What follows belongs to an exercise in optimizing a design on an open flow for small area; a production flow would make more cautious choices.
Only simulation tests tie the RTL to the original design; equivalence was not proved.
The clock port is modelled as an ideal driver; clocking choices that lean on that would not hold on a real chip.
Power is estimated from default activity; no workload was simulated.

$ cat flow/run.sh
#!/bin/bash
# The standard layout, with port buffers of buf_2 and two changes
# to the clock tree:
#  - clock tree synthesis adds no dummy loads;
#  - after it, each clock buffer is given the smallest clkbuf size that
#    keeps the slew at every pin it drives under 100 ps, and long
#    signal nets are repaired to a wider slew and cap margin.
set -euo pipefail
export CTS_ARGS="-sink_clustering_enable -repair_clock_nets -dont_use_dummy_load -sink_clustering_size 40 -sink_clustering_max_diameter 60"
export BUFFER_PORTS_ARGS="-buffer_cell sky130_fd_sc_hd__buf_2"
bash standard.sh cts > standard_cts.log 2>&1
openroad -no_init -exit flow/ckdown.tcl > ckdown.log 2>&1
bash standard.sh > standard.log 2>&1
$ cat flow/ckdown.tcl
# shrink clock buffers where the slew they give stays under the limit.
set R orfs/results/$::env(FLOW_PLATFORM)/cam_top/base
set P $::env(FLOW_HOME)/platforms/$::env(FLOW_PLATFORM)
read_liberty $P/lib/sky130_fd_sc_hd__tt_025C_1v80.lib
read_db $R/4_cts.odb
read_sdc $R/4_cts.sdc
source $P/setRC.tcl
set_propagated_clock [all_clocks]
estimate_parasitics -placement
set lim 0.1
set n 0
foreach inst [get_cells -filter "ref_name =~ sky130_fd_sc_hd__clkbuf_*"] {
  set orig [get_property $inst ref_name]
  set outpin [get_pins -of_objects $inst -filter "direction==output"]
  set loads [get_pins -of_objects [get_nets -of_objects $outpin] -filter "direction==input"]
  foreach cand {sky130_fd_sc_hd__clkbuf_2 sky130_fd_sc_hd__clkbuf_4 sky130_fd_sc_hd__clkbuf_8} {
    if {$cand == $orig} break
    replace_cell $inst $cand
    set ok 1
    foreach l $loads { if {[get_property $l slew_max] > $lim} {set ok 0; break} }
    if {$ok} { incr n; break } else { replace_cell $inst $orig }
  }
}
puts "resized $n clock buffers"
# long signal nets: routed, their slew comes out well above the
# placement estimate, so repair them here to a wider margin.
set_dont_use {sky130_fd_sc_hd__probe_p_8 sky130_fd_sc_hd__probec_p_8 sky130_fd_sc_hd__lpflow_*}
estimate_parasitics -placement
repair_design -slew_margin 40 -cap_margin 40
detailed_placement
check_placement -verbose
report_worst_slack -max
report_worst_slack -min
write_db $R/4_cts.odb
$ cat standard.sh
#!/bin/bash
# synth_recipe.tcl (not shown) runs the flow's synth.tcl, then flattens the netlist and writes it again
# the make line also repeats each setting of config.mk as NAME=value (left out here)
make -C /OpenROAD-flow-scripts/flow DESIGN_CONFIG=/design/flow/config.mk WORK_HOME=/design/flow/orfs CLKGATE_MAP_FILE= SYNTH_SCRIPT=/design/flow/synth_recipe.tcl "${@:-finish}"
$ cat config.mk
export PLATFORM = sky130hd
export DESIGN_NAME = cam_top
export DESIGN_NICKNAME = cam_top
export VERILOG_FILES = /design/flow/design.v
export SDC_FILE = /design/flow/constraint.sdc
export NUM_CORES = 4
export LEC_CHECK = 0
export CAP_MARGIN = 20
export CORE_MARGIN = 2
export CORE_UTILIZATION = 40
export CTS_CLUSTER_DIAMETER = 60
export CTS_CLUSTER_SIZE = 30
export PLACE_DENSITY = 0.5
export SLEW_MARGIN = 20
$ cat constraint.sdc
create_clock -name core_clock -period 10.0 [get_ports {clk}]
set_input_delay 2.0000 -clock core_clock [delete_from_list [all_inputs] [get_ports {clk}]]
set_output_delay 2.0000 -clock core_clock [all_outputs]
set_load 0.01 [all_outputs]
$ cat design.v
package cam_pkg;
  typedef logic [20-1:0] cam_data_t;
  typedef logic [15-1:0] cam_key_t;
  typedef logic [7-1:0] cam_loc_t;
  typedef logic [100-1:0] cam_valid_t;
  typedef logic [100*20-1:0] cam_entries_t;
endpackage
`timescale 1ns/1ps
module cam_top
(
  input  logic      clk,
  input  logic      rst_an,
  input  logic      write_valid,
  input  cam_pkg::cam_data_t write_data,
  output logic      wcredit,
  input  logic      search_valid,
  input  cam_pkg::cam_key_t  search_key,
  output logic      hit_valid,
  output logic      hit,
  output cam_pkg::cam_data_t hit_data
);
  localparam int D  = 100;
  localparam int LW = 7;
  localparam int KW = 15;
  localparam int UW = 20 - 15;
  logic [KW-1:0] key [D];
  logic [UW-1:0] up  [D];
  logic [D-1:0]  valid;
  logic [LW-1:0] fresh_cnt;
  logic          exhausted;
  logic [LW-1:0] head, tail;
  logic          lnz;
  logic [LW-1:0] loc_q;
  logic [KW-1:0] key_q;
  logic          hit_q;
  logic          push, pop, single, wr_en, link_we;
  logic [LW-1:0] wr_loc, link_head;
  logic [D-1:0]  d_wr, d_tail, d_loc;
  logic [D-1:0]  wsel, lsel, pend;
  assign push    = hit_q;
  assign pop     = write_valid && exhausted && lnz;
  assign single  = (head == tail);
  assign wr_en   = write_valid && (!exhausted || lnz);
  assign wr_loc  = exhausted ? head : fresh_cnt;
  assign link_we = push && lnz && !(pop && single);
  always_comb begin
    for (int i = 0; i < D; i++) begin
      d_wr[i]   = (wr_loc == LW'(i));
      d_tail[i] = (tail == LW'(i));
      d_loc[i]  = (loc_q == LW'(i));
    end
  end
  assign wsel = wr_en   ? d_wr   : '0;
  assign lsel = link_we ? d_tail : '0;
  assign pend = hit_q   ? d_loc  : '0;
  always_comb begin
    link_head = '0;
    for (int i = 0; i < D; i++) begin
      link_head = link_head | (d_wr[i] ? key[i][LW-1:0] : '0);
    end
  end
  always_ff @(posedge clk or negedge rst_an) begin
    if (!rst_an) begin
      fresh_cnt <= '0;
      exhausted <= 1'b0;
    end else if (write_valid && !exhausted) begin
      if (fresh_cnt == LW'(D - 1)) begin
        exhausted <= 1'b1;
      end else begin
        fresh_cnt <= fresh_cnt + 1'b1;
      end
    end
  end
  always_ff @(posedge clk or negedge rst_an) begin
    if (!rst_an) begin
      lnz <= 1'b0;
    end else begin
      lnz <= push || (lnz && !(pop && single));
    end
  end
  always_ff @(posedge clk) begin
    if (pop) begin
      head <= single ? loc_q : link_head;
    end else if (!lnz) begin
      head <= loc_q;
    end
    if (push) begin
      tail <= loc_q;
    end
  end
  logic [D-1:0] hold;
  assign hold = ~(wsel | lsel);
  always_ff @(posedge clk) begin
    for (int i = 0; i < D; i++) begin
      key[i][LW-1:0] <= ({LW{hold[i]}} & key[i][LW-1:0]) |
                        ({LW{wsel[i]}} & write_data[LW-1:0]) |
                        ({LW{lsel[i]}} & loc_q);
      if (wsel[i]) begin
        key[i][KW-1:LW] <= write_data[KW-1:LW];
        up[i]           <= write_data[20-1:KW];
      end
    end
  end
  always_ff @(posedge clk or negedge rst_an) begin
    if (!rst_an) begin
      valid <= '0;
    end else begin
      valid <= wsel | (valid & ~pend);
    end
  end
  localparam int P = 128;
  logic [P-1:0]  match;
  logic [P-1:0]  tv [8];
  logic [LW-1:0] ti [8][P];
  logic          found;
  logic [LW-1:0] sel_loc;
  always_comb begin
    match = '0;
    for (int i = 0; i < D; i++) begin
      match[i] = valid[i] && !pend[i] && (key[i] == search_key);
    end
  end
  always_comb begin
    tv[0] = match;
    for (int j = 0; j < P; j++) ti[0][j] = '0;
    for (int l = 1; l < 8; l++) begin
      tv[l] = '0;
      for (int j = 0; j < P; j++) ti[l][j] = '0;
      for (int j = 0; j < (P >> l); j++) begin
        tv[l][j] = tv[l-1][2*j] | tv[l-1][2*j+1];
        ti[l][j] = tv[l-1][2*j] ? ti[l-1][2*j] : (ti[l-1][2*j+1] | LW'(1 << (l-1)));
      end
    end
    found   = tv[7][0];
    sel_loc = ti[7][0];
  end
  always_ff @(posedge clk or negedge rst_an) begin
    if (!rst_an) begin
      hit_valid <= 1'b0;
      hit_q     <= 1'b0;
      wcredit   <= 1'b0;
    end else begin
      hit_valid <= search_valid;
      hit_q     <= search_valid && found;
      wcredit   <= hit_q;
    end
  end
  always_ff @(posedge clk) begin
    loc_q <= sel_loc;
    key_q <= search_key;
  end
  logic [UW-1:0] up_sel;
  always_comb begin
    up_sel = '0;
    for (int i = 0; i < D; i++) begin
      up_sel = up_sel | (d_loc[i] ? up[i] : '0);
    end
  end
  assign hit      = hit_q;
  assign hit_data = {up_sel, key_q};
endmodule
==> results of run 1 <==
state kept, by name, indices dropped and copies added (netlist names):
| register | cells |
|---|---|
| head | 7 |
| tail | 7 |
| valid | 100 |
| exhausted | 1 |
| loc_q | 7 |
| fresh_cnt | 7 |
| key_q | 15 |
| hit_valid | 1 |
| wcredit | 1 |
| up | 500 |
| hit_q | 1 |
| key | 1500 |
| lnz | 1 |
worst reg2reg max path, cell delays in order (launching register included):
cell and delay (ps):
dfrtp_1 590, inv_1 330, nand2_1 110, and2_1 230
nand2_2 400, buf_4 640, nor2_2 410, a22o_1 460
a221oi_1 840, nand4_1 160, nor4_1 960, a21oi_1 590
worst min-delay path by stage:
| stage | start | depth (start not counted) | endpoint |
|---|---|---|---|
| global placement | key[3][6]$_DFF_P_ | 2 | key[3][6]$_DFF_P_ |
| global route | key[3][6]$_DFF_P_ | 2 | key[3][6]$_DFF_P_ |
| floorplan | loc_q[2]$_DFF_P_ | 0 | tail[2]$_DFFE_PP_ |
| detailed placement | key[3][6]$_DFF_P_ | 2 | key[3][6]$_DFF_P_ |
| finish | key[3][6]$_DFF_P_ | 2 | key[3][6]$_DFF_P_ |
| CTS | key[3][6]$_DFF_P_ | 2 | key[3][6]$_DFF_P_ |
layout make-up:
| cell class | count | area [µm²] | area share (%) |
|---|---|---|---|
| clock buffers | 178 | 3100 | 2.84 |
| inverters | 17 | 65.1 | 0.0597 |
| repair buffers | 525 | 4400 | 4.04 |
| well taps | 3220 | 4030 | 3.70 |
| flip-flops and latches | 2148 | 56700 | 52.0 |
| multi-input cells | 5632 | 40500 | 37.1 |
| diodes | 78 | 195 | 0.179 |
through the flow:
| stage | setup WS [ps] | instances | util (%) | hold WS (ps) |
|---|---|---|---|---|
| finish | 1980 | 11800 | 44.4 | 477 |
| global route | 1990 | 11700 | 44.3 | 498 |
| CTS | 1890 | 11700 | 44.6 | 472 |
| detailed placement | 2860 | 11500 | 42.8 | 460 |
| global placement | 2820 | 11500 | 42.7 | 459 |
| floorplan | 5330 | 8275 | - | 403 |
cell families (layout without fill, tap and decap cells):
family / after synthesis / after routing / share of synthesized area (%)
AND/OR/NAND/NOR: 2236 / 2236 / 11.5
flip-flops: 2148 / 2148 / 57.6
AO/OA/AOI/OAI: 1874 / 1874 / 14.9
XOR/XNOR: 1513 / 1513 / 13.4
buffers and inverters: 495 / 720 / 2.56
multiplexers: 8 / 8 / 0.0863
adder cells (fa/ha/maj): 1 / 1 / 0.0127
other: 0 / 78 / 0
synthesized netlist by cell type, drive strengths merged (255+ instances only):
| master | number |
|---|---|
| a21o | 293 |
| a22o | 426 |
| a22oi | 603 |
| buf | 257 |
| dfxtp | 722 |
| edfxtp | 1314 |
| nand2 | 790 |
| nor2 | 409 |
| nor3 | 255 |
| nor4 | 281 |
| xnor2 | 442 |
| xor2 | 1071 |
per-layer routing:
layer | track usage (%) | wire length [µm] | vias up
li1 | - | - | 31600
met5 | 0 | 323 | -
met4 | 36.2 | 57100 | 50
met1 | 62.0 | 232000 | 43300
met2 | 68.9 | 257000 | 7956
met3 | 18.1 | 87300 | 1907
report_power, final:
part / internal, mW / switching [mW] / leakage [nW] / total, mW
combinational: 0.520 / 1.10 / 20.4 / 1.62
sequential: 9.68 / 0.822 / 18.8 / 10.5
clock: 2.11 / 3.14 / 1.58 / 5.25
total: 12.3 / 5.06 / 40.8 / 17.4
==> results.json, run 1 <==
{
  "maxSlewViolCount": 0,
  "clk_latency_ps": 920,
  "totalNegativeSetupSlack_ps": 0,
  "crit_family": "simple AND/OR/NAND/NOR gates",
  "hold_violations": 0,
  "grt_overflow_total": 0,
  "antenna_found_initial": 128,
  "powerDensity_nw_per_um2": 159,
  "fillers": 22800,
  "synth_top_flop_cell": "edfxtp_1",
  "rsz0062_at_grt": "false",
  "start_kind": "flip-flop",
  "r2r_start": "exhausted$_DFFE_PN0P_",
  "seq_area_frac_synth_pct": 57.6,
  "yosysTopAreaCellShare_pct": 40.0,
  "cp_max_fo": 38,
  "cts.sinks": 2148,
  "grt_usage_pct": 49.2,
  "cp-startpoint": "loc_q[5]$_DFF_P_",
  "drt-total-wl_mm": 633,
  "routed-via-count": 84800,
  "status": "finished clean",
  "ant_nets": 0,
  "netlist-cell-type-count": 92,
  "async_reset_ff_share_pct": 5.21,
  "timing.rr.end": "head[1]$_DFFE_PP_",
  "cts_setup_buffers": 0,
  "synth.avg_cell_area_um2": 11.9,
  "final_area_um2": 109000,
  "syn_area_um2": 98500,
  "place_hpwl_mm": 448,
  "first_pass_iters": 7,
  "synth_top_cell_by_area": "edfxtp_1",
  "worstSetupEndpoint": "hit_data[16]",
  "nNetsFinal": 8542,
  "hold_buffers": 0,
  "finalSetupViolCount": 0,
  "max_freq_mhz": 125,
  "ys_ff_latch": 2148,
  "drc": 0,
  "critical_path.max_stage_delay_ps": 920,
  "grt_max_degree": 101,
  "critical_path_class": "flip-flop to primary output",
  "reg2regPathDepth": 11,
  "cts_max_level": 4,
  "clockBufferDepth": 3,
  "boundaryPins": 62,
  "cts_tree": "yes",
  "core-area_um2": 245000,
  "crit_cells": 13,
  "layout_common_cells": "edfxtp_1, xor2_1, nand2_1, dfxtp_1, a22oi_1",
  "fp.dieH_um": 500,
  "gp_congestion": 1.11,
  "synthToLayoutAreaGrowth_pct": 10.6,
  "synth_nets": 8315,
  "crit_buf_inv": 5,
  "drive_gt1_share_pct": 11.6,
  "tightest_slew_ps": 1260,
  "die-area_um2": 250000,
  "final_common_cell": "edfxtp_1",
  "grt_pass1_wl_mm": 804,
  "rows": 182,
  "syn_inst": 8275,
  "via_per_inst": 7.19,
  "start_util_pct": 40.1,
  "placed_area_um2": 105000,
  "maxSlewHeadroom_pct": 16.0,
  "rrSetupSlack_ps": 3850,
  "initialDrtViolationCount": 17400,
  "hp-class": "flip-flop to flip-flop",
  "yosysWarnings": 5,
  "synth_edf_count": 1314,
  "root_buffer": "clkbuf_16",
  "io_buffers": 61,
  "power_mw": 17.4,
  "clk_pin_slew_ps": 80,
  "cts_buffers": 178,
  "cpMaxStageDelayCell": "dfxtp_2",
  "vdd_drop_max_mv": 0.173,
  "p_leak_nw": 40.8,
  "end_kind": "primary output",
  "grt_pass1_vias": 75000,
  "wl_per_cell_um": 53.7,
  "synthTopCellsByArea": "edfxtp_1, dfxtp_1, xor2_1, a22oi_1, xnor2_1",
  "skew_ps": 93.2,
  "finalCritPeriodShare_pct": 80.2,
  "die_w_um": 500,
  "crit_arrival_ps": 6020,
  "crit_chain": "buf_4 > clkinv_2 > buf_6 > nand2_1 > buf_4 > nor2_1 > a22o_1 > a221oi_1 > nand4_1 > nor4_1 > nand4_1 > or4_1 > buf_2",
  "min_period_ps": 8020,
  "drv_cap": 0,
  "cp.required_ps": 8000,
  "post_cts_resized": 0
}
==> run 2, diff against run 1 <==
--- a/design.v
+++ b/design.v
@@ -121,18 +121,14 @@
     end
   end
   always_comb begin
-    tv[0] = match;
-    for (int j = 0; j < P; j++) ti[0][j] = '0;
-    for (int l = 1; l < 8; l++) begin
-      tv[l] = '0;
-      for (int j = 0; j < P; j++) ti[l][j] = '0;
-      for (int j = 0; j < (P >> l); j++) begin
-        tv[l][j] = tv[l-1][2*j] | tv[l-1][2*j+1];
-        ti[l][j] = tv[l-1][2*j] ? ti[l-1][2*j] : (ti[l-1][2*j+1] | LW'(1 << (l-1)));
+    found   = 1'b0;
+    sel_loc = '0;
+    for (int i = D - 1; i >= 0; i--) begin
+      if (match[i]) begin
+        found   = 1'b1;
+        sel_loc = LW'(i);
       end
     end
-    found   = tv[7][0];
-    sel_loc = ti[7][0];
   end
   always_ff @(posedge clk or negedge rst_an) begin
     if (!rst_an) begin
==> flow/run.sh (replaced) <==
#!/bin/bash
# The standard layout, with two changes to the clock tree:
#  - clock tree synthesis adds no dummy loads;
#  - after it, each clock buffer is given the smallest clkbuf size that
#    keeps the slew at every pin it drives under 100 ps, and long
#    signal nets are repaired to a wider slew and cap margin.
set -euo pipefail
export CTS_ARGS="-sink_clustering_enable -repair_clock_nets -dont_use_dummy_load -sink_clustering_size 30 -sink_clustering_max_diameter 60"
bash standard.sh cts > standard_cts.log 2>&1
openroad -no_init -exit flow/ckdown.tcl > ckdown.log 2>&1
bash standard.sh > standard.log 2>&1
==> results.json, run 2 <==
{
  "status": "finished clean",
  "min_period_ps": 7750,
  "yosysTopAreaCellShare_pct": 40.5,
  "path_common_cell": "nand4_1",
  "worst_slack_ps": 2250,
  "totalNegativeSetupSlack_ps": 0,
  "core-area_um2": 243000,
  "start_util_pct": 40.2,
  "gp_congestion": 1.05,
  "nNetsFinal": 8906,
  "vdd_drop_max_mv": 0.154,
  "drv_cap": 0,
  "finalCritPeriodShare_pct": 77.5,
  "place_hpwl_mm": 391,
  "post-place-ws_ps": 3040,
  "synth.avg_cell_area_um2": 11.3,
  "layout_common_cells": "nand2_1, edfxtp_1, a22oi_1, xnor2_1, dfxtp_1",
  "syn_inst": 8623,
  "die_w_um": 498,
  "grt_pass1_wl_mm": 740,
  "hold_violations": 0,
  "routed-via-count": 82600,
  "yosysWarnings": 3,
  "crit_chain": "nor2b_1 > nand3_1 > buf_4 > nor2_1 > a22o_1 > a221oi_1 > nand4_1 > nor4_1 > nand4_1 > clkdlybuf4s50_1",
  "drc": 0,
  "cts_tree": "yes",
  "cpMaxStageDelayCell": "dfxtp_4",
  "synth_edf_count": 1314,
  "grt_max_degree": 100,
  "critical_path_class": "flip-flop to primary output",
  "ys_ff_latch": 2148,
  "syn_area_um2": 97500,
  "synth_top_flop_cell": "edfxtp_1",
  "grt_overflow_total": 0,
  "maxSlewViolCount": 0,
  "synthTopCellsByArea": "edfxtp_1, dfxtp_1, xnor2_1, a22oi_1, nand2_1",
  "p_leak_nw": 37.6,
  "boundaryPins": 62,
  "clk_latency_ps": 890,
  "hp-class": "flip-flop to flip-flop",
  "drt-total-wl_mm": 566,
  "cts.sinks": 2148,
  "grt_usage_pct": 44.5,
  "root_buffer": "clkbuf_16",
  "die-area_um2": 248000,
  "rrSetupSlack_ps": 3970,
  "max_freq_mhz": 129,
  "synth_nets": 8663,
  "critical_path.max_stage_delay_ps": 850,
  "wl_per_cell_um": 46.8,
  "async_reset_ff_share_pct": 5.21,
  "finalSetupViolCount": 0,
  "grt_pass1_vias": 75400,
  "io_buffers": 61,
  "initialDrtViolationCount": 14700,
  "crit_family": "simple AND/OR/NAND/NOR gates",
  "tightest_slew_ps": 1150,
  "netlist-cell-type-count": 78,
  "post_cts_resized": 0,
  "cp.required_ps": 8000,
  "final_common_cell": "nand2_1",
  "crit_arrival_ps": 5750,
  "rsz0062_at_grt": "false",
  "cts_max_level": 4,
  "top_regs": "key x1500, up x500, valid x100",
  "netlist_top_cells_count": "nand2_1, edfxtp_1, a22oi_1, xnor2_1, dfxtp_1",
  "hold_buffers": 0,
  "end_kind": "primary output",
  "maxSlewHeadroom_pct": 22.7,
  "skew_ps": 108,
  "cp_max_fo": 40,
  "clk_pin_slew_ps": 90,
  "start_kind": "flip-flop",
  "first_pass_iters": 10,
  "cts_setup_buffers": 0,
  "antenna_found_initial": 66,
  "fp.dieH_um": 498,
  "synthToLayoutAreaGrowth_pct": 10.9,
  "clockBufferDepth": 3,
  "regMostFlops": "key",
  "synth_top_cell_by_area": "edfxtp_1",
  "largest_register_ffs": 1500,
  "synth.most_common_cell": "nand2_1",
  "seq_area_frac_synth_pct": 58.2,
  "ant_nets": 0,
  "rows": 181,
  "via_per_inst": 6.83,
  "drive_gt1_share_pct": 10.0,
  "crit_buf_inv": 2,
  "cts_buffers": 182,
  "powerDensity_nw_per_um2": 143
}
[run 2: cell count changes after synthesis, sizes merged, moves of 34 or more]
cell / change
buf: -68
o22ai: -34
a22o: -295
xnor2: +464
nand2: +735
xor2: -464
a22oi: +322
a21o: -290
nand4: +82
nor4: -46
a221o: -65
nor3: -112
[run 2: layout make-up]
type                    count  area (µm²)
fillers                 22900      135000
flip-flops and latches   2148       56700
multi-input cells        6007       39800
repair buffers            502        4300
well taps                3202        4010
clock buffers             182        3010
inverters                  25        93.8
diodes                     34        85.1
[run 2: cells by family (layout without fill, tap and decap cells)]
group | count (synthesis) | in the layout | synth area share [%]
compound gates | 1547 | 1547 | 12.0
xor+xnor | 1513 | 1513 | 13.6
fa+ha+maj | 1 | 1 | 0.0128
buf+inv | 468 | 709 | 2.39
flops | 2148 | 2148 | 58.2
mux | 4 | 4 | 0.0436
other cells | 0 | 34 | 0
simple gates | 2942 | 2942 | 13.7
[run 2: path summary, 6_finish.rpt]
check | from | endpoint | cells after the start
worst max-delay path | loc_q[3]$_SDFF_PP0_ | hit_data[17] | 10
worst min-delay path | key[18][6]$_DFF_P_ | key[18][6]$_DFF_P_ | 2
worst max register to register | exhausted$_DFFE_PN0P_ | head[0]$_DFFE_PP_ | 11
worst min register to register | key[18][6]$_DFF_P_ | key[18][6]$_DFF_P_ | 2
max in group asynchronous | rst_an | valid[29]$_DFF_PN0_ | 2
min in group asynchronous | rst_an | valid[39]$_DFF_PN0_ | 1
[run 2: metal layers]
layer	track usage, %	wire length, µm
met1	58.2	216000
met2	64.9	239000
met3	10.8	63800
met4	30.4	47300
met5	0.521	303
[run 2: power breakdown]
| part | switching (mW) | internal, mW |
|---|---|---|
| Sequential | 0.0168 | 9.38 |
| Clock | 3.12 | 2.04 |
| Combinational | 0.714 | 0.240 |
| Total | 3.85 | 11.7 |
[run 2: metrics by stage]
step / hold slack (ps) / instances / utilization [%] / instance area (µm²) / power (mW)
6_report: 478 / 12100 / 44.5 / 108000 / 15.5
2_1_floorplan: 417 / 8623 / - / 97500 / 10.1
3_5_place_dp: 463 / 11900 / 43.0 / 104000 / 10.5
5_1_grt: 493 / 12100 / 44.5 / 108000 / 15.8
4_1_cts: 474 / 12000 / 44.9 / 109000 / 16.8
3_3_place_gp: 458 / 11900 / 42.9 / 104000 / 10.5
[run 2: worst min-delay path, stage by stage (launching register included)]
cell and delay [ps]:
dfxtp_1 340, nand2_1 60, nand2_1 40
==> run 3, diff against run 2 <==
--- a/config.mk
+++ b/config.mk
@@ -7,8 +7,8 @@
 export LEC_CHECK = 0
 export CAP_MARGIN = 20
 export CORE_MARGIN = 2
-export CORE_UTILIZATION = 40
+export CORE_UTILIZATION = 46
 export CTS_CLUSTER_DIAMETER = 60
 export CTS_CLUSTER_SIZE = 30
-export PLACE_DENSITY = 0.5
+export PLACE_DENSITY = 0.58
 export SLEW_MARGIN = 20
==> results.json, run 3 <==
{
  "status": "finished clean",
  "netlist_top_cells_count": "nand2_1, edfxtp_1, a22oi_1, xnor2_1, dfxtp_1",
  "end_kind": "primary output",
  "largest_register_ffs": 1500,
  "start_kind": "flip-flop",
  "seq_area_um2": 56700,
  "crit_arrival_ps": 5520,
  "cp.required_ps": 8000,
  "syn_inst": 8623,
  "finalSetupViolCount": 0,
  "root_buffer": "clkbuf_16",
  "holdWs_ps": 469,
  "multi_input_area_um2": 39800,
  "critical_path_class": "flip-flop to primary output",
  "worst_slack_ps": 2480,
  "netlist-cell-type-count": 78,
  "cts_tree": "yes",
  "synth_top_flop_cell": "edfxtp_1",
  "post_cts_resized": 0,
  "cp_max_fo": 81,
  "post-place-ws_ps": 3500,
  "regMostFlops": "key",
  "cts_buffers": 176,
  "synthToLayoutAreaGrowth_pct": 10.2,
  "drc": 0,
  "cts.sinks": 2148,
  "ys_ff_latch": 2148,
  "finalCritPeriodShare_pct": 75.2,
  "grt_pass1_vias": 74900,
  "start_util_pct": 46.4,
  "io_buffers": 61,
  "drv_cap": 0,
  "yosysWarnings": 3,
  "min_period_ps": 7520,
  "max_freq_mhz": 133,
  "cts_max_level": 4,
  "grt_pass1_wl_mm": 706,
  "synthTopCellsByArea": "edfxtp_1, dfxtp_1, xnor2_1, a22oi_1, nand2_1",
  "drt-total-wl_mm": 540,
  "yosysTopAreaCellShare_pct": 40.5,
  "drive_gt1_share_pct": 9.81,
  "skew_ps": 82.9,
  "rsz0062_at_grt": "false",
  "fp.dieH_um": 464,
  "clk_latency_ps": 850,
  "nNetsFinal": 8884,
  "grt_overflow_total": 0,
  "hp-class": "flip-flop to flip-flop",
  "die_w_um": 464,
  "cts_setup_buffers": 0,
  "synth_top_cell_by_area": "edfxtp_1",
  "via_per_inst": 7.18,
  "die-area_um2": 216000,
  "maxSlewViolCount": 0,
  "tightest_slew_ps": 1240,
  "antenna_found_initial": 61,
  "synth_nets": 8663,
  "first_pass_iters": 9,
  "wl_per_cell_um": 46.2,
  "synth.avg_cell_area_um2": 11.3,
  "fillers": 18800,
  "vdd_drop_max_mv": 0.196,
  "top_regs": "key x1500, up x500, valid x100",
  "fin_util_pct": 51.1,
  "syn_area_um2": 97500,
  "routed-via-count": 83900,
  "core-area_um2": 210000,
  "gp_congestion": 1.14,
  "synth_edf_count": 1314,
  "async_reset_ff_share_pct": 5.21,
  "powerDensity_nw_per_um2": 145,
  "maxSlewHeadroom_pct": 17.2,
  "clockBufferDepth": 3,
  "clk_pin_slew_ps": 80,
  "ant_nets": 0,
  "seq_area_frac_synth_pct": 58.2,
  "grt_usage_pct": 48.6,
  "final_common_cell": "nand2_1",
  "hold_violations": 0,
  "p_leak_nw": 37.5,
  "grt_max_degree": 101,
  "layout_common_cells": "nand2_1, edfxtp_1, a22oi_1, xnor2_1, dfxtp_1",
  "initialDrtViolationCount": 17400,
  "totalNegativeSetupSlack_ps": 0,
  "synth.most_common_cell": "nand2_1",
  "place_hpwl_mm": 371,
  "boundaryPins": 62,
  "rows": 168,
  "hold_buffers": 0
}
## run 3: worst max-delay path, stage by stage (launching register included)
cell	delay, ps
dfxtp_4	830
buf_12	630
nor4_2	140
buf_4	320
a32o_1	310
a221oi_1	310
nand4_1	230
nor4_1	840
nand4_1	410
clkdlybuf4s50_1	590
## run 3: path summary, 6_finish.rpt
path	startpoint	to	cells after the start	slack, ps
worst max-delay path	loc_q[0]$_SDFF_PP0_	hit_data[16]	9	2480
worst min-delay path	key[87][4]$_DFF_P_	key[87][4]$_DFF_P_	2	470
worst max register to register	exhausted$_DFFE_PN0P_	head[3]$_DFFE_PP_	13	3790
worst min register to register	key[87][4]$_DFF_P_	key[87][4]$_DFF_P_	2	470
max in group asynchronous	rst_an	valid[97]$_DFF_PN0_	2	7490
min in group asynchronous	rst_an	valid[0]$_DFF_PN0_	1	1130
## run 3: kinds of logic after synthesis
logic type,after synthesis,synth area share (%)
buf+inv,468,2.39
fa+ha+maj,1,0.0128
mux,4,0.0436
xor+xnor,1513,13.6
compound gates,1547,12.0
flops,2148,58.2
simple gates,2942,13.7
## run 3: power breakdown
| part | total (mW) | leakage, nW | switching, mW | internal (mW) |
|---|---|---|---|---|
| sequential | 9.40 | 18.7 | 0.0139 | 9.38 |
| clock | 5.18 | 1.56 | 3.10 | 2.08 |
| combinational | 0.956 | 17.2 | 0.714 | 0.242 |
## run 3: per-stage QoR
stage	instance area, µm²	cells	total power [mW]
6_report	107000	11700	15.5
3_3_place_gp	104000	11400	10.5
5_1_grt	107000	11700	15.8
2_1_floorplan	97500	8623	10.1
3_5_place_dp	104000	11500	10.5
4_1_cts	108000	11600	16.6
## run 3: final cells by class
| type | count | share of cell area, % |
|---|---|---|
| clock buffer | 176 | 2.83 |
| sequential | 2148 | 52.8 |
| timing repair buffer | 486 | 3.86 |
| inverter | 25 | 0.0873 |
| multi-input combinational | 6007 | 37.1 |
| tap | 2805 | 3.27 |
| antenna | 42 | 0.0978 |
## run 3: layer usage
layer  vias up  share of wire (%)  wire [µm]  global-route usage (%)
met4        34                8.1      43500                    31.1
met1     41900                 36     196000                    63.4
met5         -              0.061        330                       0
li1      32100                  -          -                       -
met3      1797                 16      86300                    20.1
met2      8038                 40     214000                    66.2
==> run 4, diff against run 3 <==
==> flow/run.sh (replaced) <==
#!/bin/bash
# The standard layout, with two changes to the clock tree:
#  - clock tree synthesis adds no dummy loads;
#  - after it, each clock buffer is given the smallest clkbuf size that
#    keeps the slew at every pin it drives under 100 ps, and long
#    signal nets are repaired to a wider slew and cap margin.
set -euo pipefail
export CTS_ARGS="-sink_clustering_enable -repair_clock_nets -dont_use_dummy_load -sink_clustering_size 24 -sink_clustering_max_diameter 90"
bash standard.sh cts > standard_cts.log 2>&1
openroad -no_init -exit flow/ckdown.tcl > ckdown.log 2>&1
bash standard.sh > standard.log 2>&1
==> results.json, run 4 <==
{
  "yosysTopAreaCellShare_pct": 40.5,
  "synth.most_common_cell": "nand2_1",
  "ant_nets": 0,
  "die_w_um": 464,
  "clk_latency_ps": 870,
  "core-area_um2": 210000,
  "start_util_pct": 46.4,
  "crit_chain": "buf_12 > nor4_2 > buf_4 > a32o_1 > a221oi_1 > nand4_1 > nor4_1 > nand4_1 > clkdlybuf4s50_1",
  "grt_pass1_vias": 74500,
  "fillers": 18700,
  "finalCritPeriodShare_pct": 74.1,
  "top_regs": "key x1500, up x500, valid x100",
  "ys_ff_latch": 2148,
  "final_common_cell": "nand2_1",
  "rows": 168,
  "drive_gt1_share_pct": 9.17,
  "netlist_top_cells_count": "nand2_1, edfxtp_1, a22oi_1, xnor2_1, dfxtp_1",
  "grt_overflow_total": 0,
  "synthTopCellsByArea": "edfxtp_1, dfxtp_1, xnor2_1, a22oi_1, nand2_1",
  "hp-start": "key[87][4]$_DFF_P_",
  "finalSetupViolCount": 0,
  "wl_per_cell_um": 46.4,
  "skew_ps": 69.0,
  "p_leak_nw": 37.3,
  "max_freq_mhz": 135,
  "place_hpwl_mm": 371,
  "cp.required_ps": 8000,
  "timing.rr.end": "head[3]$_DFFE_PP_",
  "dp.cells": 11500,
  "maxSlewViolCount": 0,
  "cts_max_level": 3,
  "hold_depth": 2,
  "grt_usage_pct": 48.5,
  "drc": 0,
  "reg2regPathDepth": 13,
  "hold_violations": 0,
  "clockBufferDepth": 3,
  "io_buffers": 61,
  "drt-total-wl_mm": 540,
  "crit_family": "simple AND/OR/NAND/NOR gates",
  "drv_cap": 0,
  "path_common_cell": "nand4_1",
  "critical_path.max_stage_delay_ps": 800,
  "vdd_drop_max_mv": 0.193,
  "synth_nets": 8663,
  "layout_common_cells": "nand2_1, edfxtp_1, a22oi_1, xnor2_1, dfxtp_1",
  "synth_edf_count": 1314,
  "tightest_slew_ps": 1220,
  "maxSlewHeadroom_pct": 18.5,
  "antenna_found_initial": 59,
  "multi_input_area_um2": 39800,
  "r2r_start": "exhausted$_DFFE_PN0P_",
  "totalNegativeSetupSlack_ps": 0,
  "min_period_ps": 7410,
  "rrSetupSlack_ps": 3680,
  "root_buffer": "clkbuf_16",
  "seq_area_um2": 56700,
  "syn_area_um2": 97500,
  "end_kind": "primary output",
  "largest_register_ffs": 1500,
  "gp_congestion": 1.14,
  "hp-class": "flip-flop to flip-flop",
  "cts_buffers": 114,
  "powerDensity_nw_per_um2": 143,
  "synthToLayoutAreaGrowth_pct": 9.94,
  "netlist-cell-type-count": 78,
  "synth.avg_cell_area_um2": 11.3,
  "grt_pass1_wl_mm": 705,
  "boundaryPins": 62,
  "yosysWarnings": 3,
  "crit_arrival_ps": 5410,
  "syn_inst": 8623,
  "via_per_inst": 7.21,
  "async_reset_ff_share_pct": 5.21,
  "post_cts_resized": 0,
  "status": "finished clean",
  "cp_max_fo": 81,
  "critical_path_class": "flip-flop to primary output",
  "hold_end": "key[87][4]$_DFF_P_",
  "crit_buf_inv": 3,
  "cpMaxStageDelayCell": "dfxtp_4",
  "initialDrtViolationCount": 17300,
  "first_pass_iters": 10,
  "regMostFlops": "key",
  "start_kind": "flip-flop",
  "fp.dieH_um": 464,
  "seq_area_frac_synth_pct": 58.2,
  "die-area_um2": 216000,
  "hold_buffers": 0,
  "rsz0062_at_grt": "false",
  "synth_top_cell_by_area": "edfxtp_1",
  "cts.sinks": 2148,
  "synth_top_flop_cell": "edfxtp_1",
  "finalNonFillerCells": 11600,
  "grt_max_degree": 101,
  "routed-via-count": 83800,
  "nNetsFinal": 8822,
  "power_mw": 15.3,
  "cts_tree": "yes",
  "cts_setup_buffers": 0,
  "clk_pin_slew_ps": 90
}
run 4: worst max-delay path by stage:
stage	from	to	slack [ps]	depth (start not counted)
after global placement	search_key[3]	loc_q[1]$_SDFF_PP0_	3510	15
final	loc_q[0]$_SDFF_PP0_	hit_data[16]	2590	9
after detailed placement	search_key[3]	loc_q[1]$_SDFF_PP0_	3500	15
after floorplan	write_valid	key[81][0]$_DFF_P_	4800	7
after global routing	loc_q[1]$_SDFF_PP0_	hit_data[18]	2670	9
after CTS	loc_q[0]$_SDFF_PP0_	hit_data[16]	2650	9
run 4: through the flow:
stage          area, µm²  hold WS (ps)  utilization (%)  worst slack [ps]
2_1_floorplan      97500           417                -              4800
3_3_place_gp      104000           454             49.2              3510
3_5_place_dp      104000           460             49.3              3500
4_1_cts           106000           469             50.7              2650
5_1_grt           107000           492             50.9              2670
6_report          107000           470             51.0              2590
run 4: logic make-up after synthesis:
| logic type | Yosys count | share of synthesized area [%] |
|---|---|---|
| buffers and inverters | 468 | 2.39 |
| AOI/OAI and AO/OA | 1547 | 12.0 |
| muxes | 4 | 0.0436 |
| adders and majority gates | 1 | 0.0128 |
| xor gates and xnor gates | 1513 | 13.6 |
| DFF | 2148 | 58.2 |
| and+or+nand+nor | 2942 | 13.7 |
run 4: layer usage:
layer,global-route usage [%],up-vias,share of wire (%),routed length (µm)
li1,-,32000,-,-
met1,63.0,42100,36,196000
met2,66.0,7968,40,214000
met3,20.1,1702,16,85400
met4,31.8,42,8.3,44600
met5,0,-,0.080,430
run 4: cell type report:
type,instances,share of cell area (%)
Sequential cell,2148,52.9
Multi-Input combinational cell,6007,37.2
Timing Repair Buffer,486,3.87
Tap cell,2805,3.27
Clock buffer,114,2.56
Antenna cell,46,0.107
Inverter,25,0.0876
run 4: power by group:
part | total, mW | switching, mW | leakage, nW | internal (mW)
clock | 4.92 | 2.99 | 1.35 | 1.94
combinational | 0.955 | 0.713 | 17.2 | 0.242
sequential | 9.40 | 0.0141 | 18.7 | 9.38
run 4: worst reg2reg max path, stage by stage, from the launching register on:
cell	delay (ps)
dfrtp_1	850
inv_1	440
a31oi_2	230
buf_4	480
nand2b_2	220
buf_4	390
nor2_1	280
buf_4	250
a22o_1	210
a221oi_2	730
nand4_1	730
or4_1	750
nor4_1	380
a31oi_1	130
==> run 5, diff against run 4 <==
==> flow/run.sh (replaced) <==
#!/bin/bash
# The standard layout, with two changes to the clock tree:
#  - clock tree synthesis adds no dummy loads;
#  - after it, each clock buffer is given the smallest clkbuf size that
#    keeps the slew at every pin it drives under 100 ps, and long
#    signal nets are repaired to a wider slew and cap margin.
set -euo pipefail
export CTS_ARGS="-sink_clustering_enable -repair_clock_nets -dont_use_dummy_load -sink_clustering_size 24 -sink_clustering_max_diameter 120"
bash standard.sh cts > standard_cts.log 2>&1
openroad -no_init -exit flow/ckdown.tcl > ckdown.log 2>&1
bash standard.sh > standard.log 2>&1
==> results.json, run 5 <==
{
  "synth.avg_cell_area_um2": 11.3,
  "totalNegativeSetupSlack_ps": 0,
  "wl_met1_mm": 195,
  "skew_ps": 66.1,
  "crit_chain": "buf_12 > nor4_2 > buf_4 > a32o_1 > a221oi_1 > nand4_1 > nor4_1 > nand4_1 > clkdlybuf4s50_1",
  "min_period_ps": 7380,
  "gp_congestion": 1.14,
  "end_kind": "primary output",
  "clockBufferDepth": 3,
  "grt_usage_pct": 48.4,
  "cts_buffers": 99,
  "layout_common_cells": "nand2_1, edfxtp_1, a22oi_1, xnor2_1, dfxtp_1",
  "vdd_drop_max_mv": 0.188,
  "root_buffer": "clkbuf_16",
  "syn_inst": 8623,
  "post_cts_resized": 0,
  "regMostFlops": "key",
  "grt_overflow_total": 0,
  "start_util_pct": 46.4,
  "p_leak_nw": 37.2,
  "status": "finished clean",
  "seq_area_um2": 56700,
  "maxSlewHeadroom_pct": 17.7,
  "hold_violations": 0,
  "yosysTopAreaCellShare_pct": 40.5,
  "seq_area_frac_synth_pct": 58.2,
  "boundaryPins": 62,
  "synthTopCellsByArea": "edfxtp_1, dfxtp_1, xnor2_1, a22oi_1, nand2_1",
  "die_w_um": 464,
  "netlist-cell-type-count": 78,
  "start_kind": "flip-flop",
  "clk_pin_slew_ps": 100,
  "grt_max_degree": 101,
  "top_regs": "key x1500, up x500, valid x100",
  "drv_cap": 0,
  "finalCritPeriodShare_pct": 73.8,
  "synth_edf_count": 1314,
  "met3_length_mm": 85.7,
  "rsz0062_at_grt": "false",
  "synthToLayoutAreaGrowth_pct": 9.68,
  "antenna_found_initial": 58,
  "netlist_top_cells_count": "nand2_1, edfxtp_1, a22oi_1, xnor2_1, dfxtp_1",
  "grt_pass1_wl_mm": 704,
  "maxSlewViolCount": 0,
  "via_per_inst": 7.20,
  "clk_latency_ps": 840,
  "routed-via-count": 83600,
  "grt_pass1_vias": 74200,
  "crit_family": "simple AND/OR/NAND/NOR gates",
  "crit_buf_inv": 3,
  "drt-total-wl_mm": 539,
  "tightest_slew_ps": 1230,
  "dr_wl_met2_mm": 215,
  "drive_gt1_share_pct": 9.01,
  "hold_buffers": 0,
  "critical_path.max_stage_delay_ps": 810,
  "wl_per_cell_um": 46.4,
  "die-area_um2": 216000,
  "syn_area_um2": 97500,
  "ys_ff_latch": 2148,
  "path_common_cell": "nand4_1",
  "top_layer_used": "met5",
  "rows": 168,
  "power_mw": 15.1,
  "async_reset_ff_share_pct": 5.21,
  "final_common_cell": "nand2_1",
  "cts_setup_buffers": 0,
  "io_buffers": 61,
  "initialDrtViolationCount": 17300,
  "powerDensity_nw_per_um2": 141,
  "synth_nets": 8663,
  "hp-class": "flip-flop to flip-flop",
  "place_hpwl_mm": 371,
  "fp.dieH_um": 464,
  "nNetsFinal": 8807,
  "largest_register_ffs": 1500,
  "synth_top_cell_by_area": "edfxtp_1",
  "ant_nets": 0,
  "crit_arrival_ps": 5380,
  "max_freq_mhz": 135,
  "fillers": 18800,
  "synth_top_flop_cell": "edfxtp_1",
  "cts_max_level": 3,
  "cts.sinks": 2148,
  "fin_util_pct": 50.9,
  "finalSetupViolCount": 0,
  "core-area_um2": 210000,
  "cts_tree": "yes",
  "cp_max_fo": 81,
  "yosysWarnings": 3,
  "cp.required_ps": 8000,
  "first_pass_iters": 9,
  "synth.most_common_cell": "nand2_1",
  "multi_input_area_um2": 39800,
  "critical_path_class": "flip-flop to primary output",
  "cpMaxStageDelayCell": "dfxtp_4",
  "drc": 0
}
[run 5: area by class of cell]
| cell class | instances | area share (%) |
|---|---|---|
| Sequential cell | 2148 | 53.1 |
| Multi-Input combinational cell | 6007 | 37.2 |
| Timing Repair Buffer | 486 | 3.88 |
| Tap cell | 2805 | 3.28 |
| Clock buffer | 99 | 2.32 |
| Antenna cell | 50 | 0.117 |
| Inverter | 25 | 0.0878 |
[run 5: kinds of logic after synthesis]
family | after synthesis | synth area share (%)
AND/OR/NAND/NOR | 2942 | 13.7
flip-flops | 2148 | 58.2
AO/OA/AOI/OAI | 1547 | 12.0
XOR/XNOR | 1513 | 13.6
buffers and inverters | 468 | 2.39
multiplexers | 4 | 0.0436
adder cells (fa/ha/maj) | 1 | 0.0128
[run 5: worst min-delay path: cells and delay by family (launching register included)]
kind / cells / cell delay [ps]
flip-flops: 1 / 340
AND/OR/NAND/NOR: 2 / 100
[run 5: path summary, 6_finish.rpt]
check                                           start                   to  slack, ps  cells past startpoint
worst min register to register     key[87][4]$_DFF_P_   key[87][4]$_DFF_P_        470                      2
worst min-delay path               key[87][4]$_DFF_P_   key[87][4]$_DFF_P_        470                      2
worst max register to register  exhausted$_DFFE_PN0P_    head[3]$_DFFE_PP_       3910                     13
min in group asynchronous                      rst_an  valid[16]$_DFF_PN0_       1140                      1
worst max-delay path              loc_q[0]$_SDFF_PP0_         hit_data[16]       2620                      9
max in group asynchronous                      rst_an  valid[49]$_DFF_PN0_       7460                      2
[run 5: stage by stage]
stage / instances / setup slack (ps) / area (µm²) / hold slack [ps]
global placement: 11400 / 3510 / 104000 / 454
detailed placement: 11500 / 3500 / 104000 / 460
CTS: 11500 / 2670 / 106000 / 475
floorplan: 8623 / 4800 / 97500 / 417
global route: 11600 / 2650 / 107000 / 492
finish: 11600 / 2620 / 107000 / 473
[run 5: power breakdown]
part / internal, mW / leakage (nW) / total, mW / switching [mW]
Clock: 1.77 / 1.22 / 4.73 / 2.96
Sequential: 9.38 / 18.7 / 9.40 / 0.0139
Combinational: 0.242 / 17.2 / 0.954 / 0.712
[run 5: layer usage]
layer / vias to the layer above / GRT usage, %
met5: - / 0
met4: 26 / 30.6
met3: 1714 / 19.5
met2: 8015 / 66.4
met1: 41900 / 63.3
li1: 32000 / -
==> run 6, diff against run 5 <==
--- a/flow/ckdown.tcl
+++ b/flow/ckdown.tcl
@@ -26,7 +26,7 @@
 # placement estimate, so repair them here to a wider margin.
 set_dont_use {sky130_fd_sc_hd__probe_p_8 sky130_fd_sc_hd__probec_p_8 sky130_fd_sc_hd__lpflow_*}
 estimate_parasitics -placement
-repair_design -slew_margin 40 -cap_margin 40
+repair_design -slew_margin 30 -cap_margin 30
 detailed_placement
 check_placement -verbose
 report_worst_slack -max
==> results.json, run 6 <==
{
  "synth-compound-area-share_pct": 12.0,
  "via_per_inst": 7.18,
  "synth_nets": 8663,
  "netlist-cell-type-count": 78,
  "totalNegativeSetupSlack_ps": 0,
  "core-area_um2": 210000,
  "drive_gt1_share_pct": 8.65,
  "yosysTopAreaCellShare_pct": 40.5,
  "synth_xor_area_share_pct": 13.6,
  "nNetsFinal": 8796,
  "syn_area_um2": 97500,
  "finalCritPeriodShare_pct": 74.5,
  "post_cts_resized": 0,
  "top_layer_used": "met5",
  "cp.required_ps": 8000,
  "rsz0062_at_grt": "false",
  "muxShareOfSynthArea_pct": 0.0436,
  "fin_util_pct": 50.7,
  "dp.cells": 11500,
  "drc": 0,
  "synth.most_common_cell": "nand2_1",
  "start_util_pct": 46.4,
  "final_area_um2": 106000,
  "crit_arrival_ps": 5450,
  "post-place-ws_ps": 3500,
  "hold_buffers": 0,
  "grt_pass1_wl_mm": 704,
  "yosysWarnings": 3,
  "finalSetupViolCount": 0,
  "ant_nets": 0,
  "seq_area_frac_synth_pct": 58.2,
  "final_common_cell": "nand2_1",
  "r2r_start": "exhausted$_DFFE_PN0P_",
  "fp.dieH_um": 464,
  "synth_top_family_by_area": "simple AND/OR/NAND/NOR gates",
  "synth_edf_count": 1314,
  "ys_ff_latch": 2148,
  "synthToLayoutAreaGrowth_pct": 9.21,
  "clk_pin_slew_ps": 100,
  "synthTopCellsByArea": "edfxtp_1, dfxtp_1, xnor2_1, a22oi_1, nand2_1",
  "io_buffers": 61,
  "worst_slack_ps": 2550,
  "layout_common_cells": "nand2_1, edfxtp_1, a22oi_1, xnor2_1, dfxtp_1",
  "p_leak_nw": 37.0,
  "maxSlewHeadroom_pct": 9.78,
  "clockBufferDepth": 3,
  "drv_cap": 0,
  "synthAdderAreaFrac_pct": 0.0128,
  "gp_congestion": 1.14,
  "synth.avg_cell_area_um2": 11.3,
  "hp-start": "key[13][0]$_DFF_P_",
  "syn_inst": 8623,
  "wl_per_cell_um": 46.5,
  "top_regs": "key x1500, up x500, valid x100",
  "synth_top_cell_by_area": "edfxtp_1",
  "grt_max_degree": 101,
  "synthSimpleGateAreaFrac_pct": 13.7,
  "vdd_drop_max_mv": 0.190,
  "grt_overflow_total": 0,
  "hold_violations": 0,
  "boundaryPins": 62,
  "rows": 168,
  "end_kind": "primary output",
  "cts_buffers": 99,
  "maxSlewViolCount": 0,
  "tightest_slew_ps": 1350,
  "antenna_found_initial": 68,
  "powerDensity_nw_per_um2": 142,
  "cts_max_level": 3,
  "hp-class": "flip-flop to flip-flop",
  "holdWs_ps": 474,
  "first_pass_iters": 10,
  "status": "finished clean",
  "start_kind": "flip-flop",
  "skew_ps": 67.0,
  "synth_top_flop_cell": "edfxtp_1",
  "die-area_um2": 216000,
  "die_w_um": 464,
  "min_period_ps": 7450,
  "routed-via-count": 83200,
  "dr_wl_met2_mm": 213,
  "drt-total-wl_mm": 539,
  "root_buffer": "clkbuf_16",
  "wl_met1_mm": 196,
  "initialDrtViolationCount": 17200,
  "cp_max_fo": 81,
  "cts_tree": "yes",
  "regMostFlops": "key",
  "grt_pass1_vias": 74300,
  "power_mw": 15.1,
  "async_reset_ff_share_pct": 5.21,
  "finalNonFillerCells": 11600,
  "met3_length_mm": 85.1,
  "max_freq_mhz": 134,
  "cts_setup_buffers": 0,
  "largest_register_ffs": 1500,
  "placed_area_um2": 104000,
  "cts.sinks": 2148,
  "critical_path_class": "flip-flop to primary output",
  "netlist_top_cells_count": "nand2_1, edfxtp_1, a22oi_1, xnor2_1, dfxtp_1",
  "place_hpwl_mm": 371,
  "clk_latency_ps": 860,
  "cp-startpoint": "loc_q[0]$_SDFF_PP0_",
  "grt_usage_pct": 48.4
}
## run 6: metal layers
layer / global-route usage (%) / vias up
li1: - / 32000
met1: 63.2 / 41700
met2: 65.9 / 7822
met3: 19.5 / 1721
met4: 31.6 / 46
met5: 0.446 / -
## run 6: power breakdown
part	switching [mW]	internal (mW)	total [mW]
sequential	0.0141	9.38	9.40
combinational	0.713	0.239	0.952
clock	2.97	1.77	4.74
## run 6: worst paths after layout
path | endpoint | slack, ps | cells past startpoint
hold / removal | key[13][0]$_DFF_P_ | 470 | 2
hold reg to reg | key[13][0]$_DFF_P_ | 470 | 2
setup reg to reg | head[3]$_DFFE_PP_ | 3630 | 13
max in group asynchronous | valid[43]$_DFF_PN0_ | 7230 | 2
min in group asynchronous | valid[16]$_DFF_PN0_ | 1120 | 1
setup / recovery | hit_data[16] | 2550 | 9
## run 6: kinds of logic (layout without fill, tap and decap cells)
kind of cell	after synthesis	after routing
AOI/OAI and AO/OA	1547	1547
xor gates and xnor gates	1513	1513
adders and majority gates	1	1
buffers and inverters	468	599
DFF	2148	2148
muxes	4	4
other	0	32
and+or+nand+nor	2942	2942
## run 6: final cells by class
cell class | count | area [µm²]
fill | 18800 | 104000
sequential | 2148 | 56700
multi-input combinational | 6007 | 39600
timing repair buffer | 475 | 3940
tap | 2805 | 3510
clock buffer | 99 | 2480
inverter | 25 | 93.8
antenna | 32 | 80.1
## run 6: critical path: stages, from the launching register on
cell and delay, ps:
dfxtp_4 790, buf_12 600, nor4_2 130, buf_4 310, a32o_1 300, a221oi_1 310, nand4_1 240, nor4_1 830
nand4_1 420, clkdlybuf4s50_1 600
==> run 7, diff against run 6 <==
--- a/config.mk
+++ b/config.mk
@@ -7,8 +7,8 @@
 export LEC_CHECK = 0
 export CAP_MARGIN = 20
 export CORE_MARGIN = 2
-export CORE_UTILIZATION = 46
-export CTS_CLUSTER_DIAMETER = 60
-export CTS_CLUSTER_SIZE = 30
-export PLACE_DENSITY = 0.58
+export CORE_UTILIZATION = 50
+export CTS_CLUSTER_DIAMETER = 120
+export CTS_CLUSTER_SIZE = 24
+export PLACE_DENSITY = 0.62
 export SLEW_MARGIN = 20
==> results.json, run 7 <==
{
  "syn_inst": 8623,
  "p_int_mw": 11.4,
  "hold_depth": 2,
  "dp.cells": 11200,
  "grt_max_degree": 101,
  "synthTopCellsByArea": "edfxtp_1, dfxtp_1, xnor2_1, a22oi_1, nand2_1",
  "drv_cap": 0,
  "pwr-share-comb_pct": 6.4,
  "core-area_um2": 194000,
  "synth.avg_cell_area_um2": 11.3,
  "switching_share_pct": 24.2,
  "power_mw": 15.0,
  "cts_tree": "yes",
  "crit_chain": "buf_4 > nor2b_1 > nand3_1 > nor2_1 > a22oi_1 > nand4_1 > nor4_1 > nand3_1 > clkdlybuf4s50_1",
  "grt_overflow_total": 0,
  "maxSlewHeadroom_pct": 9.24,
  "maxSlewViolCount": 0,
  "via_per_inst": 7.48,
  "die-area_um2": 199000,
  "layout_common_cells": "nand2_1, edfxtp_1, a22oi_1, xnor2_1, dfxtp_1",
  "fillers": 16900,
  "die_w_um": 446,
  "cts_max_level": 3,
  "p_clk_share_pct": 31.1,
  "netlist-cell-type-count": 78,
  "hold_buffers": 0,
  "start_util_pct": 50.2,
  "initialDrtViolationCount": 17900,
  "final_common_cell": "nand2_1",
  "cp_max_fo": 35,
  "rsz0062_at_grt": "false",
  "largest_register_ffs": 1500,
  "placed_area_um2": 103000,
  "critical_path_class": "flip-flop to primary output",
  "netlist_top_cells_count": "nand2_1, edfxtp_1, a22oi_1, xnor2_1, dfxtp_1",
  "root_buffer": "clkbuf_16",
  "tightest_slew_ps": 1360,
  "gp_congestion": 1.14,
  "cpMaxStageDelayCell": "nor2_1",
  "regMostFlops": "key",
  "finalSetupViolCount": 0,
  "powerDensity_nw_per_um2": 142,
  "p_switching_mw": 3.64,
  "finalNonFillerCells": 11400,
  "reg2regPathDepth": 15,
  "yosysWarnings": 3,
  "totalNegativeSetupSlack_ps": 0,
  "nNetsFinal": 8801,
  "path_common_cell": "nand3_1",
  "clk_pin_slew_ps": 110,
  "drive_gt1_share_pct": 8.55,
  "min_period_ps": 7910,
  "post_cts_resized": 0,
  "ys_ff_latch": 2148,
  "synth_top_flop_cell": "edfxtp_1",
  "cp.required_ps": 8000,
  "clockBufferDepth": 3,
  "finalCritPeriodShare_pct": 79.1,
  "synth.most_common_cell": "nand2_1",
  "skew_ps": 57.3,
  "place_hpwl_mm": 372,
  "rows": 162,
  "holdWs_ps": 477,
  "grt_pass1_vias": 75000,
  "drt-total-wl_mm": 536,
  "ant_nets": 0,
  "seq_area_frac_synth_pct": 58.2,
  "top_regs": "key x1500, up x500, valid x100",
  "synth_top_cell_by_area": "edfxtp_1",
  "p_leak_nw": 36.9,
  "grt_usage_pct": 52.8,
  "critical_path.max_stage_delay_ps": 980,
  "drc": 0,
  "syn_area_um2": 97500,
  "cts_buffers": 99,
  "pwr-share-seq_pct": 62.5,
  "io_buffers": 61,
  "synthToLayoutAreaGrowth_pct": 8.78,
  "max_freq_mhz": 126,
  "end_kind": "primary output",
  "cts.sinks": 2148,
  "async_reset_ff_share_pct": 5.21,
  "synth_nets": 8663,
  "yosysTopAreaCellShare_pct": 40.5,
  "antenna_found_initial": 77,
  "clk_latency_ps": 820,
  "routed-via-count": 84900,
  "fp.dieH_um": 446,
  "grt_pass1_wl_mm": 704,
  "first_pass_iters": 10,
  "hp-class": "flip-flop to flip-flop",
  "crit_arrival_ps": 5910,
  "boundaryPins": 62,
  "cts_setup_buffers": 0,
  "start_kind": "flip-flop",
  "status": "finished clean",
  "synth_edf_count": 1314,
  "vdd_drop_max_mv": 0.183,
  "hold_violations": 0,
  "final_area_um2": 106000,
  "wl_per_cell_um": 47.3
}
==> run 7: cell count changes in the layout (fill, tap and decap cells not counted), moves of 4 or more <==
cell	delta
nor4_2	-10
nand2_1	+5
nor4_1	+13
diode_2	+19
nor3_4	-15
nor3_2	+16
buf_4	+7
o21ai_1	+5
nand2_2	-5
buf_12	-4
o21ai_0	-7
==> run 7: area by class of cell <==
cell class / count / area, µm² / share of cell area (%)
sequential: 2148 / 56700 / 53.5
multi-input combinational: 6007 / 39500 / 37.2
timing repair buffer: 480 / 3980 / 3.76
tap: 2542 / 3180 / 3.00
clock buffer: 99 / 2470 / 2.33
antenna: 51 / 128 / 0.120
inverter: 25 / 93.8 / 0.0885
==> run 7: kinds of logic (layout without fill, tap and decap cells) <==
logic type,Yosys count,in the layout,synth area share [%]
AND/OR/NAND/NOR,2942,2942,13.7
adder cells (fa/ha/maj),1,1,0.0128
multiplexers,4,4,0.0436
buffers and inverters,468,604,2.39
AO/OA/AOI/OAI,1547,1547,12.0
XOR/XNOR,1513,1513,13.6
flip-flops,2148,2148,58.2
other,0,51,0
==> run 7: worst paths after layout <==
path / start / end / slack, ps
max: loc_q[2]$_SDFF_PP0_ / hit_data[19] / 2090
max in group asynchronous: rst_an / valid[39]$_DFF_PN0_ / 7340
min in group asynchronous: rst_an / valid[32]$_DFF_PN0_ / 1130
max reg2reg: loc_q[2]$_SDFF_PP0_ / loc_q[1]$_SDFF_PP0_ / 3260
min: key[65][1]$_DFF_P_ / key[65][1]$_DFF_P_ / 480
min reg2reg: key[65][1]$_DFF_P_ / key[65][1]$_DFF_P_ / 480
==> run 7: critical path: cells and delay by family, from the launching register on <==
family          cells  cell delay, ps
simple gates        6            2660
buf+inv             2            1200
flops               1             820
compound gates      1             380
==> run 7: through the flow <==
step / utilization (%) / setup WS (ps)
final: 54.6 / 2090
after global routing: 54.5 / 2070
after CTS: 54.3 / 2210
after detailed placement: 53.1 / 3070
after global placement: 53.0 / 3130
after floorplan: - / 4800
==> run 7: power by group through the flow <==
stage	clock (mW)	sequential, mW	combinational, mW
after CTS	4.62	9.40	0.902
after global placement	0	9.60	0.897
after global routing	4.88	9.40	0.946
final	4.67	9.40	0.959
after detailed placement	0	9.60	0.898
after floorplan	0	9.60	0.462
==> run 7: routing by layer <==
metal | GRT usage, % | wire (µm) | up-vias
li1 | - | - | 32000
met1 | 66.7 | 184000 | 41800
met2 | 71.4 | 209000 | 8895
met3 | 23.0 | 90900 | 2148
met4 | 38.4 | 51600 | 50
met5 | 0.513 | 494 | -
==> run 8, diff against run 7 <==
--- a/flow/ckdown.tcl
+++ b/flow/ckdown.tcl
@@ -26,7 +26,7 @@
 # placement estimate, so repair them here to a wider margin.
 set_dont_use {sky130_fd_sc_hd__probe_p_8 sky130_fd_sc_hd__probec_p_8 sky130_fd_sc_hd__lpflow_*}
 estimate_parasitics -placement
-repair_design -slew_margin 30 -cap_margin 30
+repair_design -slew_margin 40 -cap_margin 40
 detailed_placement
 check_placement -verbose
 report_worst_slack -max
==> results.json, run 8 <==
{
  "status": "finished clean",
  "largest_register_ffs": 1500,
  "finalNonFillerCells": 11400,
  "powerDensity_nw_per_um2": 141,
  "max_freq_mhz": 129,
  "first_pass_iters": 10,
  "synth.avg_cell_area_um2": 11.3,
  "grt_usage_pct": 52.8,
  "cp.required_ps": 8000,
  "power_mw": 15.0,
  "initialDrtViolationCount": 17500,
  "netlist-cell-type-count": 78,
  "crit_arrival_ps": 5720,
  "clk_latency_ps": 820,
  "cts_tree": "yes",
  "maxSlewHeadroom_pct": 16.3,
  "ant_nets": 0,
  "hp-start": "key[65][1]$_DFF_P_",
  "finalCritPeriodShare_pct": 77.2,
  "totalNegativeSetupSlack_ps": 0,
  "netlist_top_cells_count": "nand2_1, edfxtp_1, a22oi_1, xnor2_1, dfxtp_1",
  "routed-via-count": 84600,
  "hp-class": "flip-flop to flip-flop",
  "p_clk_share_pct": 31.1,
  "skew_ps": 60.4,
  "cts_max_level": 3,
  "fillers": 16900,
  "r2r_start": "loc_q[2]$_SDFF_PP0_",
  "wl_per_cell_um": 47.2,
  "pwr-share-seq_pct": 62.5,
  "layout_common_cells": "nand2_1, edfxtp_1, a22oi_1, xnor2_1, dfxtp_1",
  "cts_buffers": 99,
  "async_reset_ff_share_pct": 5.21,
  "nNetsFinal": 8812,
  "ys_ff_latch": 2148,
  "syn_area_um2": 97500,
  "antenna_found_initial": 78,
  "io_buffers": 61,
  "drive_gt1_share_pct": 9.10,
  "final_common_cell": "nand2_1",
  "start_kind": "flip-flop",
  "core-area_um2": 194000,
  "yosysTopAreaCellShare_pct": 40.5,
  "regMostFlops": "key",
  "cts_setup_buffers": 0,
  "rsz0062_at_grt": "false",
  "switching_share_pct": 24.3,
  "clk_pin_slew_ps": 110,
  "drv_cap": 0,
  "seq_area_frac_synth_pct": 58.2,
  "end_kind": "primary output",
  "synth_top_flop_cell": "edfxtp_1",
  "grt_pass1_vias": 75200,
  "p_leak_nw": 37.0,
  "top_regs": "key x1500, up x500, valid x100",
  "synth_edf_count": 1314,
  "die-area_um2": 199000,
  "synthTopCellsByArea": "edfxtp_1, dfxtp_1, xnor2_1, a22oi_1, nand2_1",
  "post_cts_resized": 0,
  "finalSetupViolCount": 0,
  "die_w_um": 446,
  "synth.most_common_cell": "nand2_1",
  "grt_overflow_total": 0,
  "rows": 162,
  "fin_util_pct": 54.7,
  "vdd_drop_max_mv": 0.182,
  "synth_top_cell_by_area": "edfxtp_1",
  "root_buffer": "clkbuf_16",
  "drc": 0,
  "clockBufferDepth": 3,
  "place_hpwl_mm": 372,
  "drt-total-wl_mm": 536,
  "min_period_ps": 7720,
  "p_switching_mw": 3.65,
  "dp.cells": 11200,
  "hold_violations": 0,
  "yosysWarnings": 3,
  "gp_congestion": 1.14,
  "maxSlewViolCount": 0,
  "pwr-share-comb_pct": 6.4,
  "cts.sinks": 2148,
  "start_util_pct": 50.2,
  "syn_inst": 8623,
  "boundaryPins": 62,
  "grt_pass1_wl_mm": 704,
  "cp_max_fo": 45,
  "hold_buffers": 0,
  "fp.dieH_um": 446,
  "rrSetupSlack_ps": 3650,
  "synthToLayoutAreaGrowth_pct": 9.15,
  "critical_path_class": "flip-flop to primary output",
  "p_int_mw": 11.4,
  "synth_nets": 8663,
  "tightest_slew_ps": 1250,
  "cp-startpoint": "loc_q[6]$_SDFF_PP0_",
  "grt_max_degree": 101,
  "via_per_inst": 7.45
}
run 8: cell count changes in the layout (fill, tap and decap cells not counted), sizes merged:
cell / delta
buf: +11
diode: -7
run 8: critical path: stages (launching register included):
cell	delay, ps
dfxtp_4	870
buf_6	620
nor2_1	230
nand2_1	130
buf_4	330
nor2_1	250
a22o_1	330
a221oi_1	680
nand4_1	170
nor4_1	540
nand4_1	180
clkdlybuf4s50_1	540
run 8: layout make-up:
type	instances	area, µm²	area share, %
flip-flops and latches	2148	56700	53.3
multi-input cells	6007	39700	37.3
repair buffers	491	4100	3.85
well taps	2542	3180	2.99
clock buffers	99	2470	2.32
diodes	44	110	0.103
inverters	25	93.8	0.0882
run 8: worst paths after layout:
kind	end	cells past startpoint
setup / recovery	hit_data[17]	11
hold / removal	key[65][1]$_DFF_P_	2
setup reg to reg	loc_q[1]$_SDFF_PP0_	14
hold reg to reg	key[65][1]$_DFF_P_	2
max in group asynchronous	valid[43]$_DFF_PN0_	2
min in group asynchronous	valid[32]$_DFF_PN0_	1
run 8: logic make-up after synthesis:
family	Yosys count	synth area share, %
AND/OR/NAND/NOR	2942	13.7
adder cells (fa/ha/maj)	1	0.0128
flip-flops	2148	58.2
AO/OA/AOI/OAI	1547	12.0
buffers and inverters	468	2.39
multiplexers	4	0.0436
XOR/XNOR	1513	13.6
run 8: routing by layer:
layer | track usage, % | part of all wire, % | vias up | wire (µm)
li1 | - | - | 32000 | -
met1 | 67.2 | 35 | 41700 | 185000
met2 | 71.2 | 39 | 8696 | 208000
met3 | 22.6 | 17 | 2144 | 89600
met4 | 38.6 | 9.7 | 56 | 51800
met5 | 0.342 | 0.13 | - | 703
run 8: power by group through the flow:
stage | Clock (mW) | Sequential, mW | Combinational, mW
2_1_floorplan | 0 | 9.60 | 0.462
3_3_place_gp | 0 | 9.60 | 0.897
3_5_place_dp | 0 | 9.60 | 0.898
4_1_cts | 4.62 | 9.40 | 0.902
5_1_grt | 4.88 | 9.40 | 0.945
6_report | 4.68 | 9.40 | 0.958
run 8: per-stage QoR:
stage          worst slack (ps)  hold WS (ps)  instance area [µm²]
2_1_floorplan              4800           417                97500
3_3_place_gp               3130           451               103000
3_5_place_dp               3070           460               103000
4_1_cts                    2210           474               106000
5_1_grt                    2330           497               106000
6_report                   2280           477               106000

==> port drivers added, routing unchanged <==
Ports are ideal in the flow. The routed layouts listed here were re-timed in OpenROAD.
Step 1, drivers: a clkbuf_16 drives clk and a buf_2 each remaining input, both assumed.
Step 2 times the ports against the registers' clock, not the clock port: input delays grow and output delays shrink by t, the midpoint of the rising clock arrivals with the driver on.
a / b / c = ideal / step 1 / step 2; a / b = the first two.
| run | t (ns) | slack for setup (ns) | worst setup path after step 2 |
|---|---|---|---|
| run 1 | 0.963 | 1.976 / 1.863 / 2.825 | register to output |
| run 2 | 0.935 | 2.252 / 2.154 / 3.089 | register to output |
| run 3 | 0.915 | 2.480 / 2.384 / 3.101 | input to register |
| run 4 | 0.937 | 2.589 / 2.487 / 3.200 | input to register |
| run 5 | 0.904 | 2.619 / 2.523 / 3.172 | input to register |
| run 6 | 0.908 | 2.551 / 2.468 / 3.178 | input to register |
| run 7 | 0.903 | 2.089 / 1.990 / 2.893 | register to output |
| run 8 | 0.900 | 2.276 / 2.180 / 2.981 | input to register |
After both steps setup and hold are still met in every run listed.
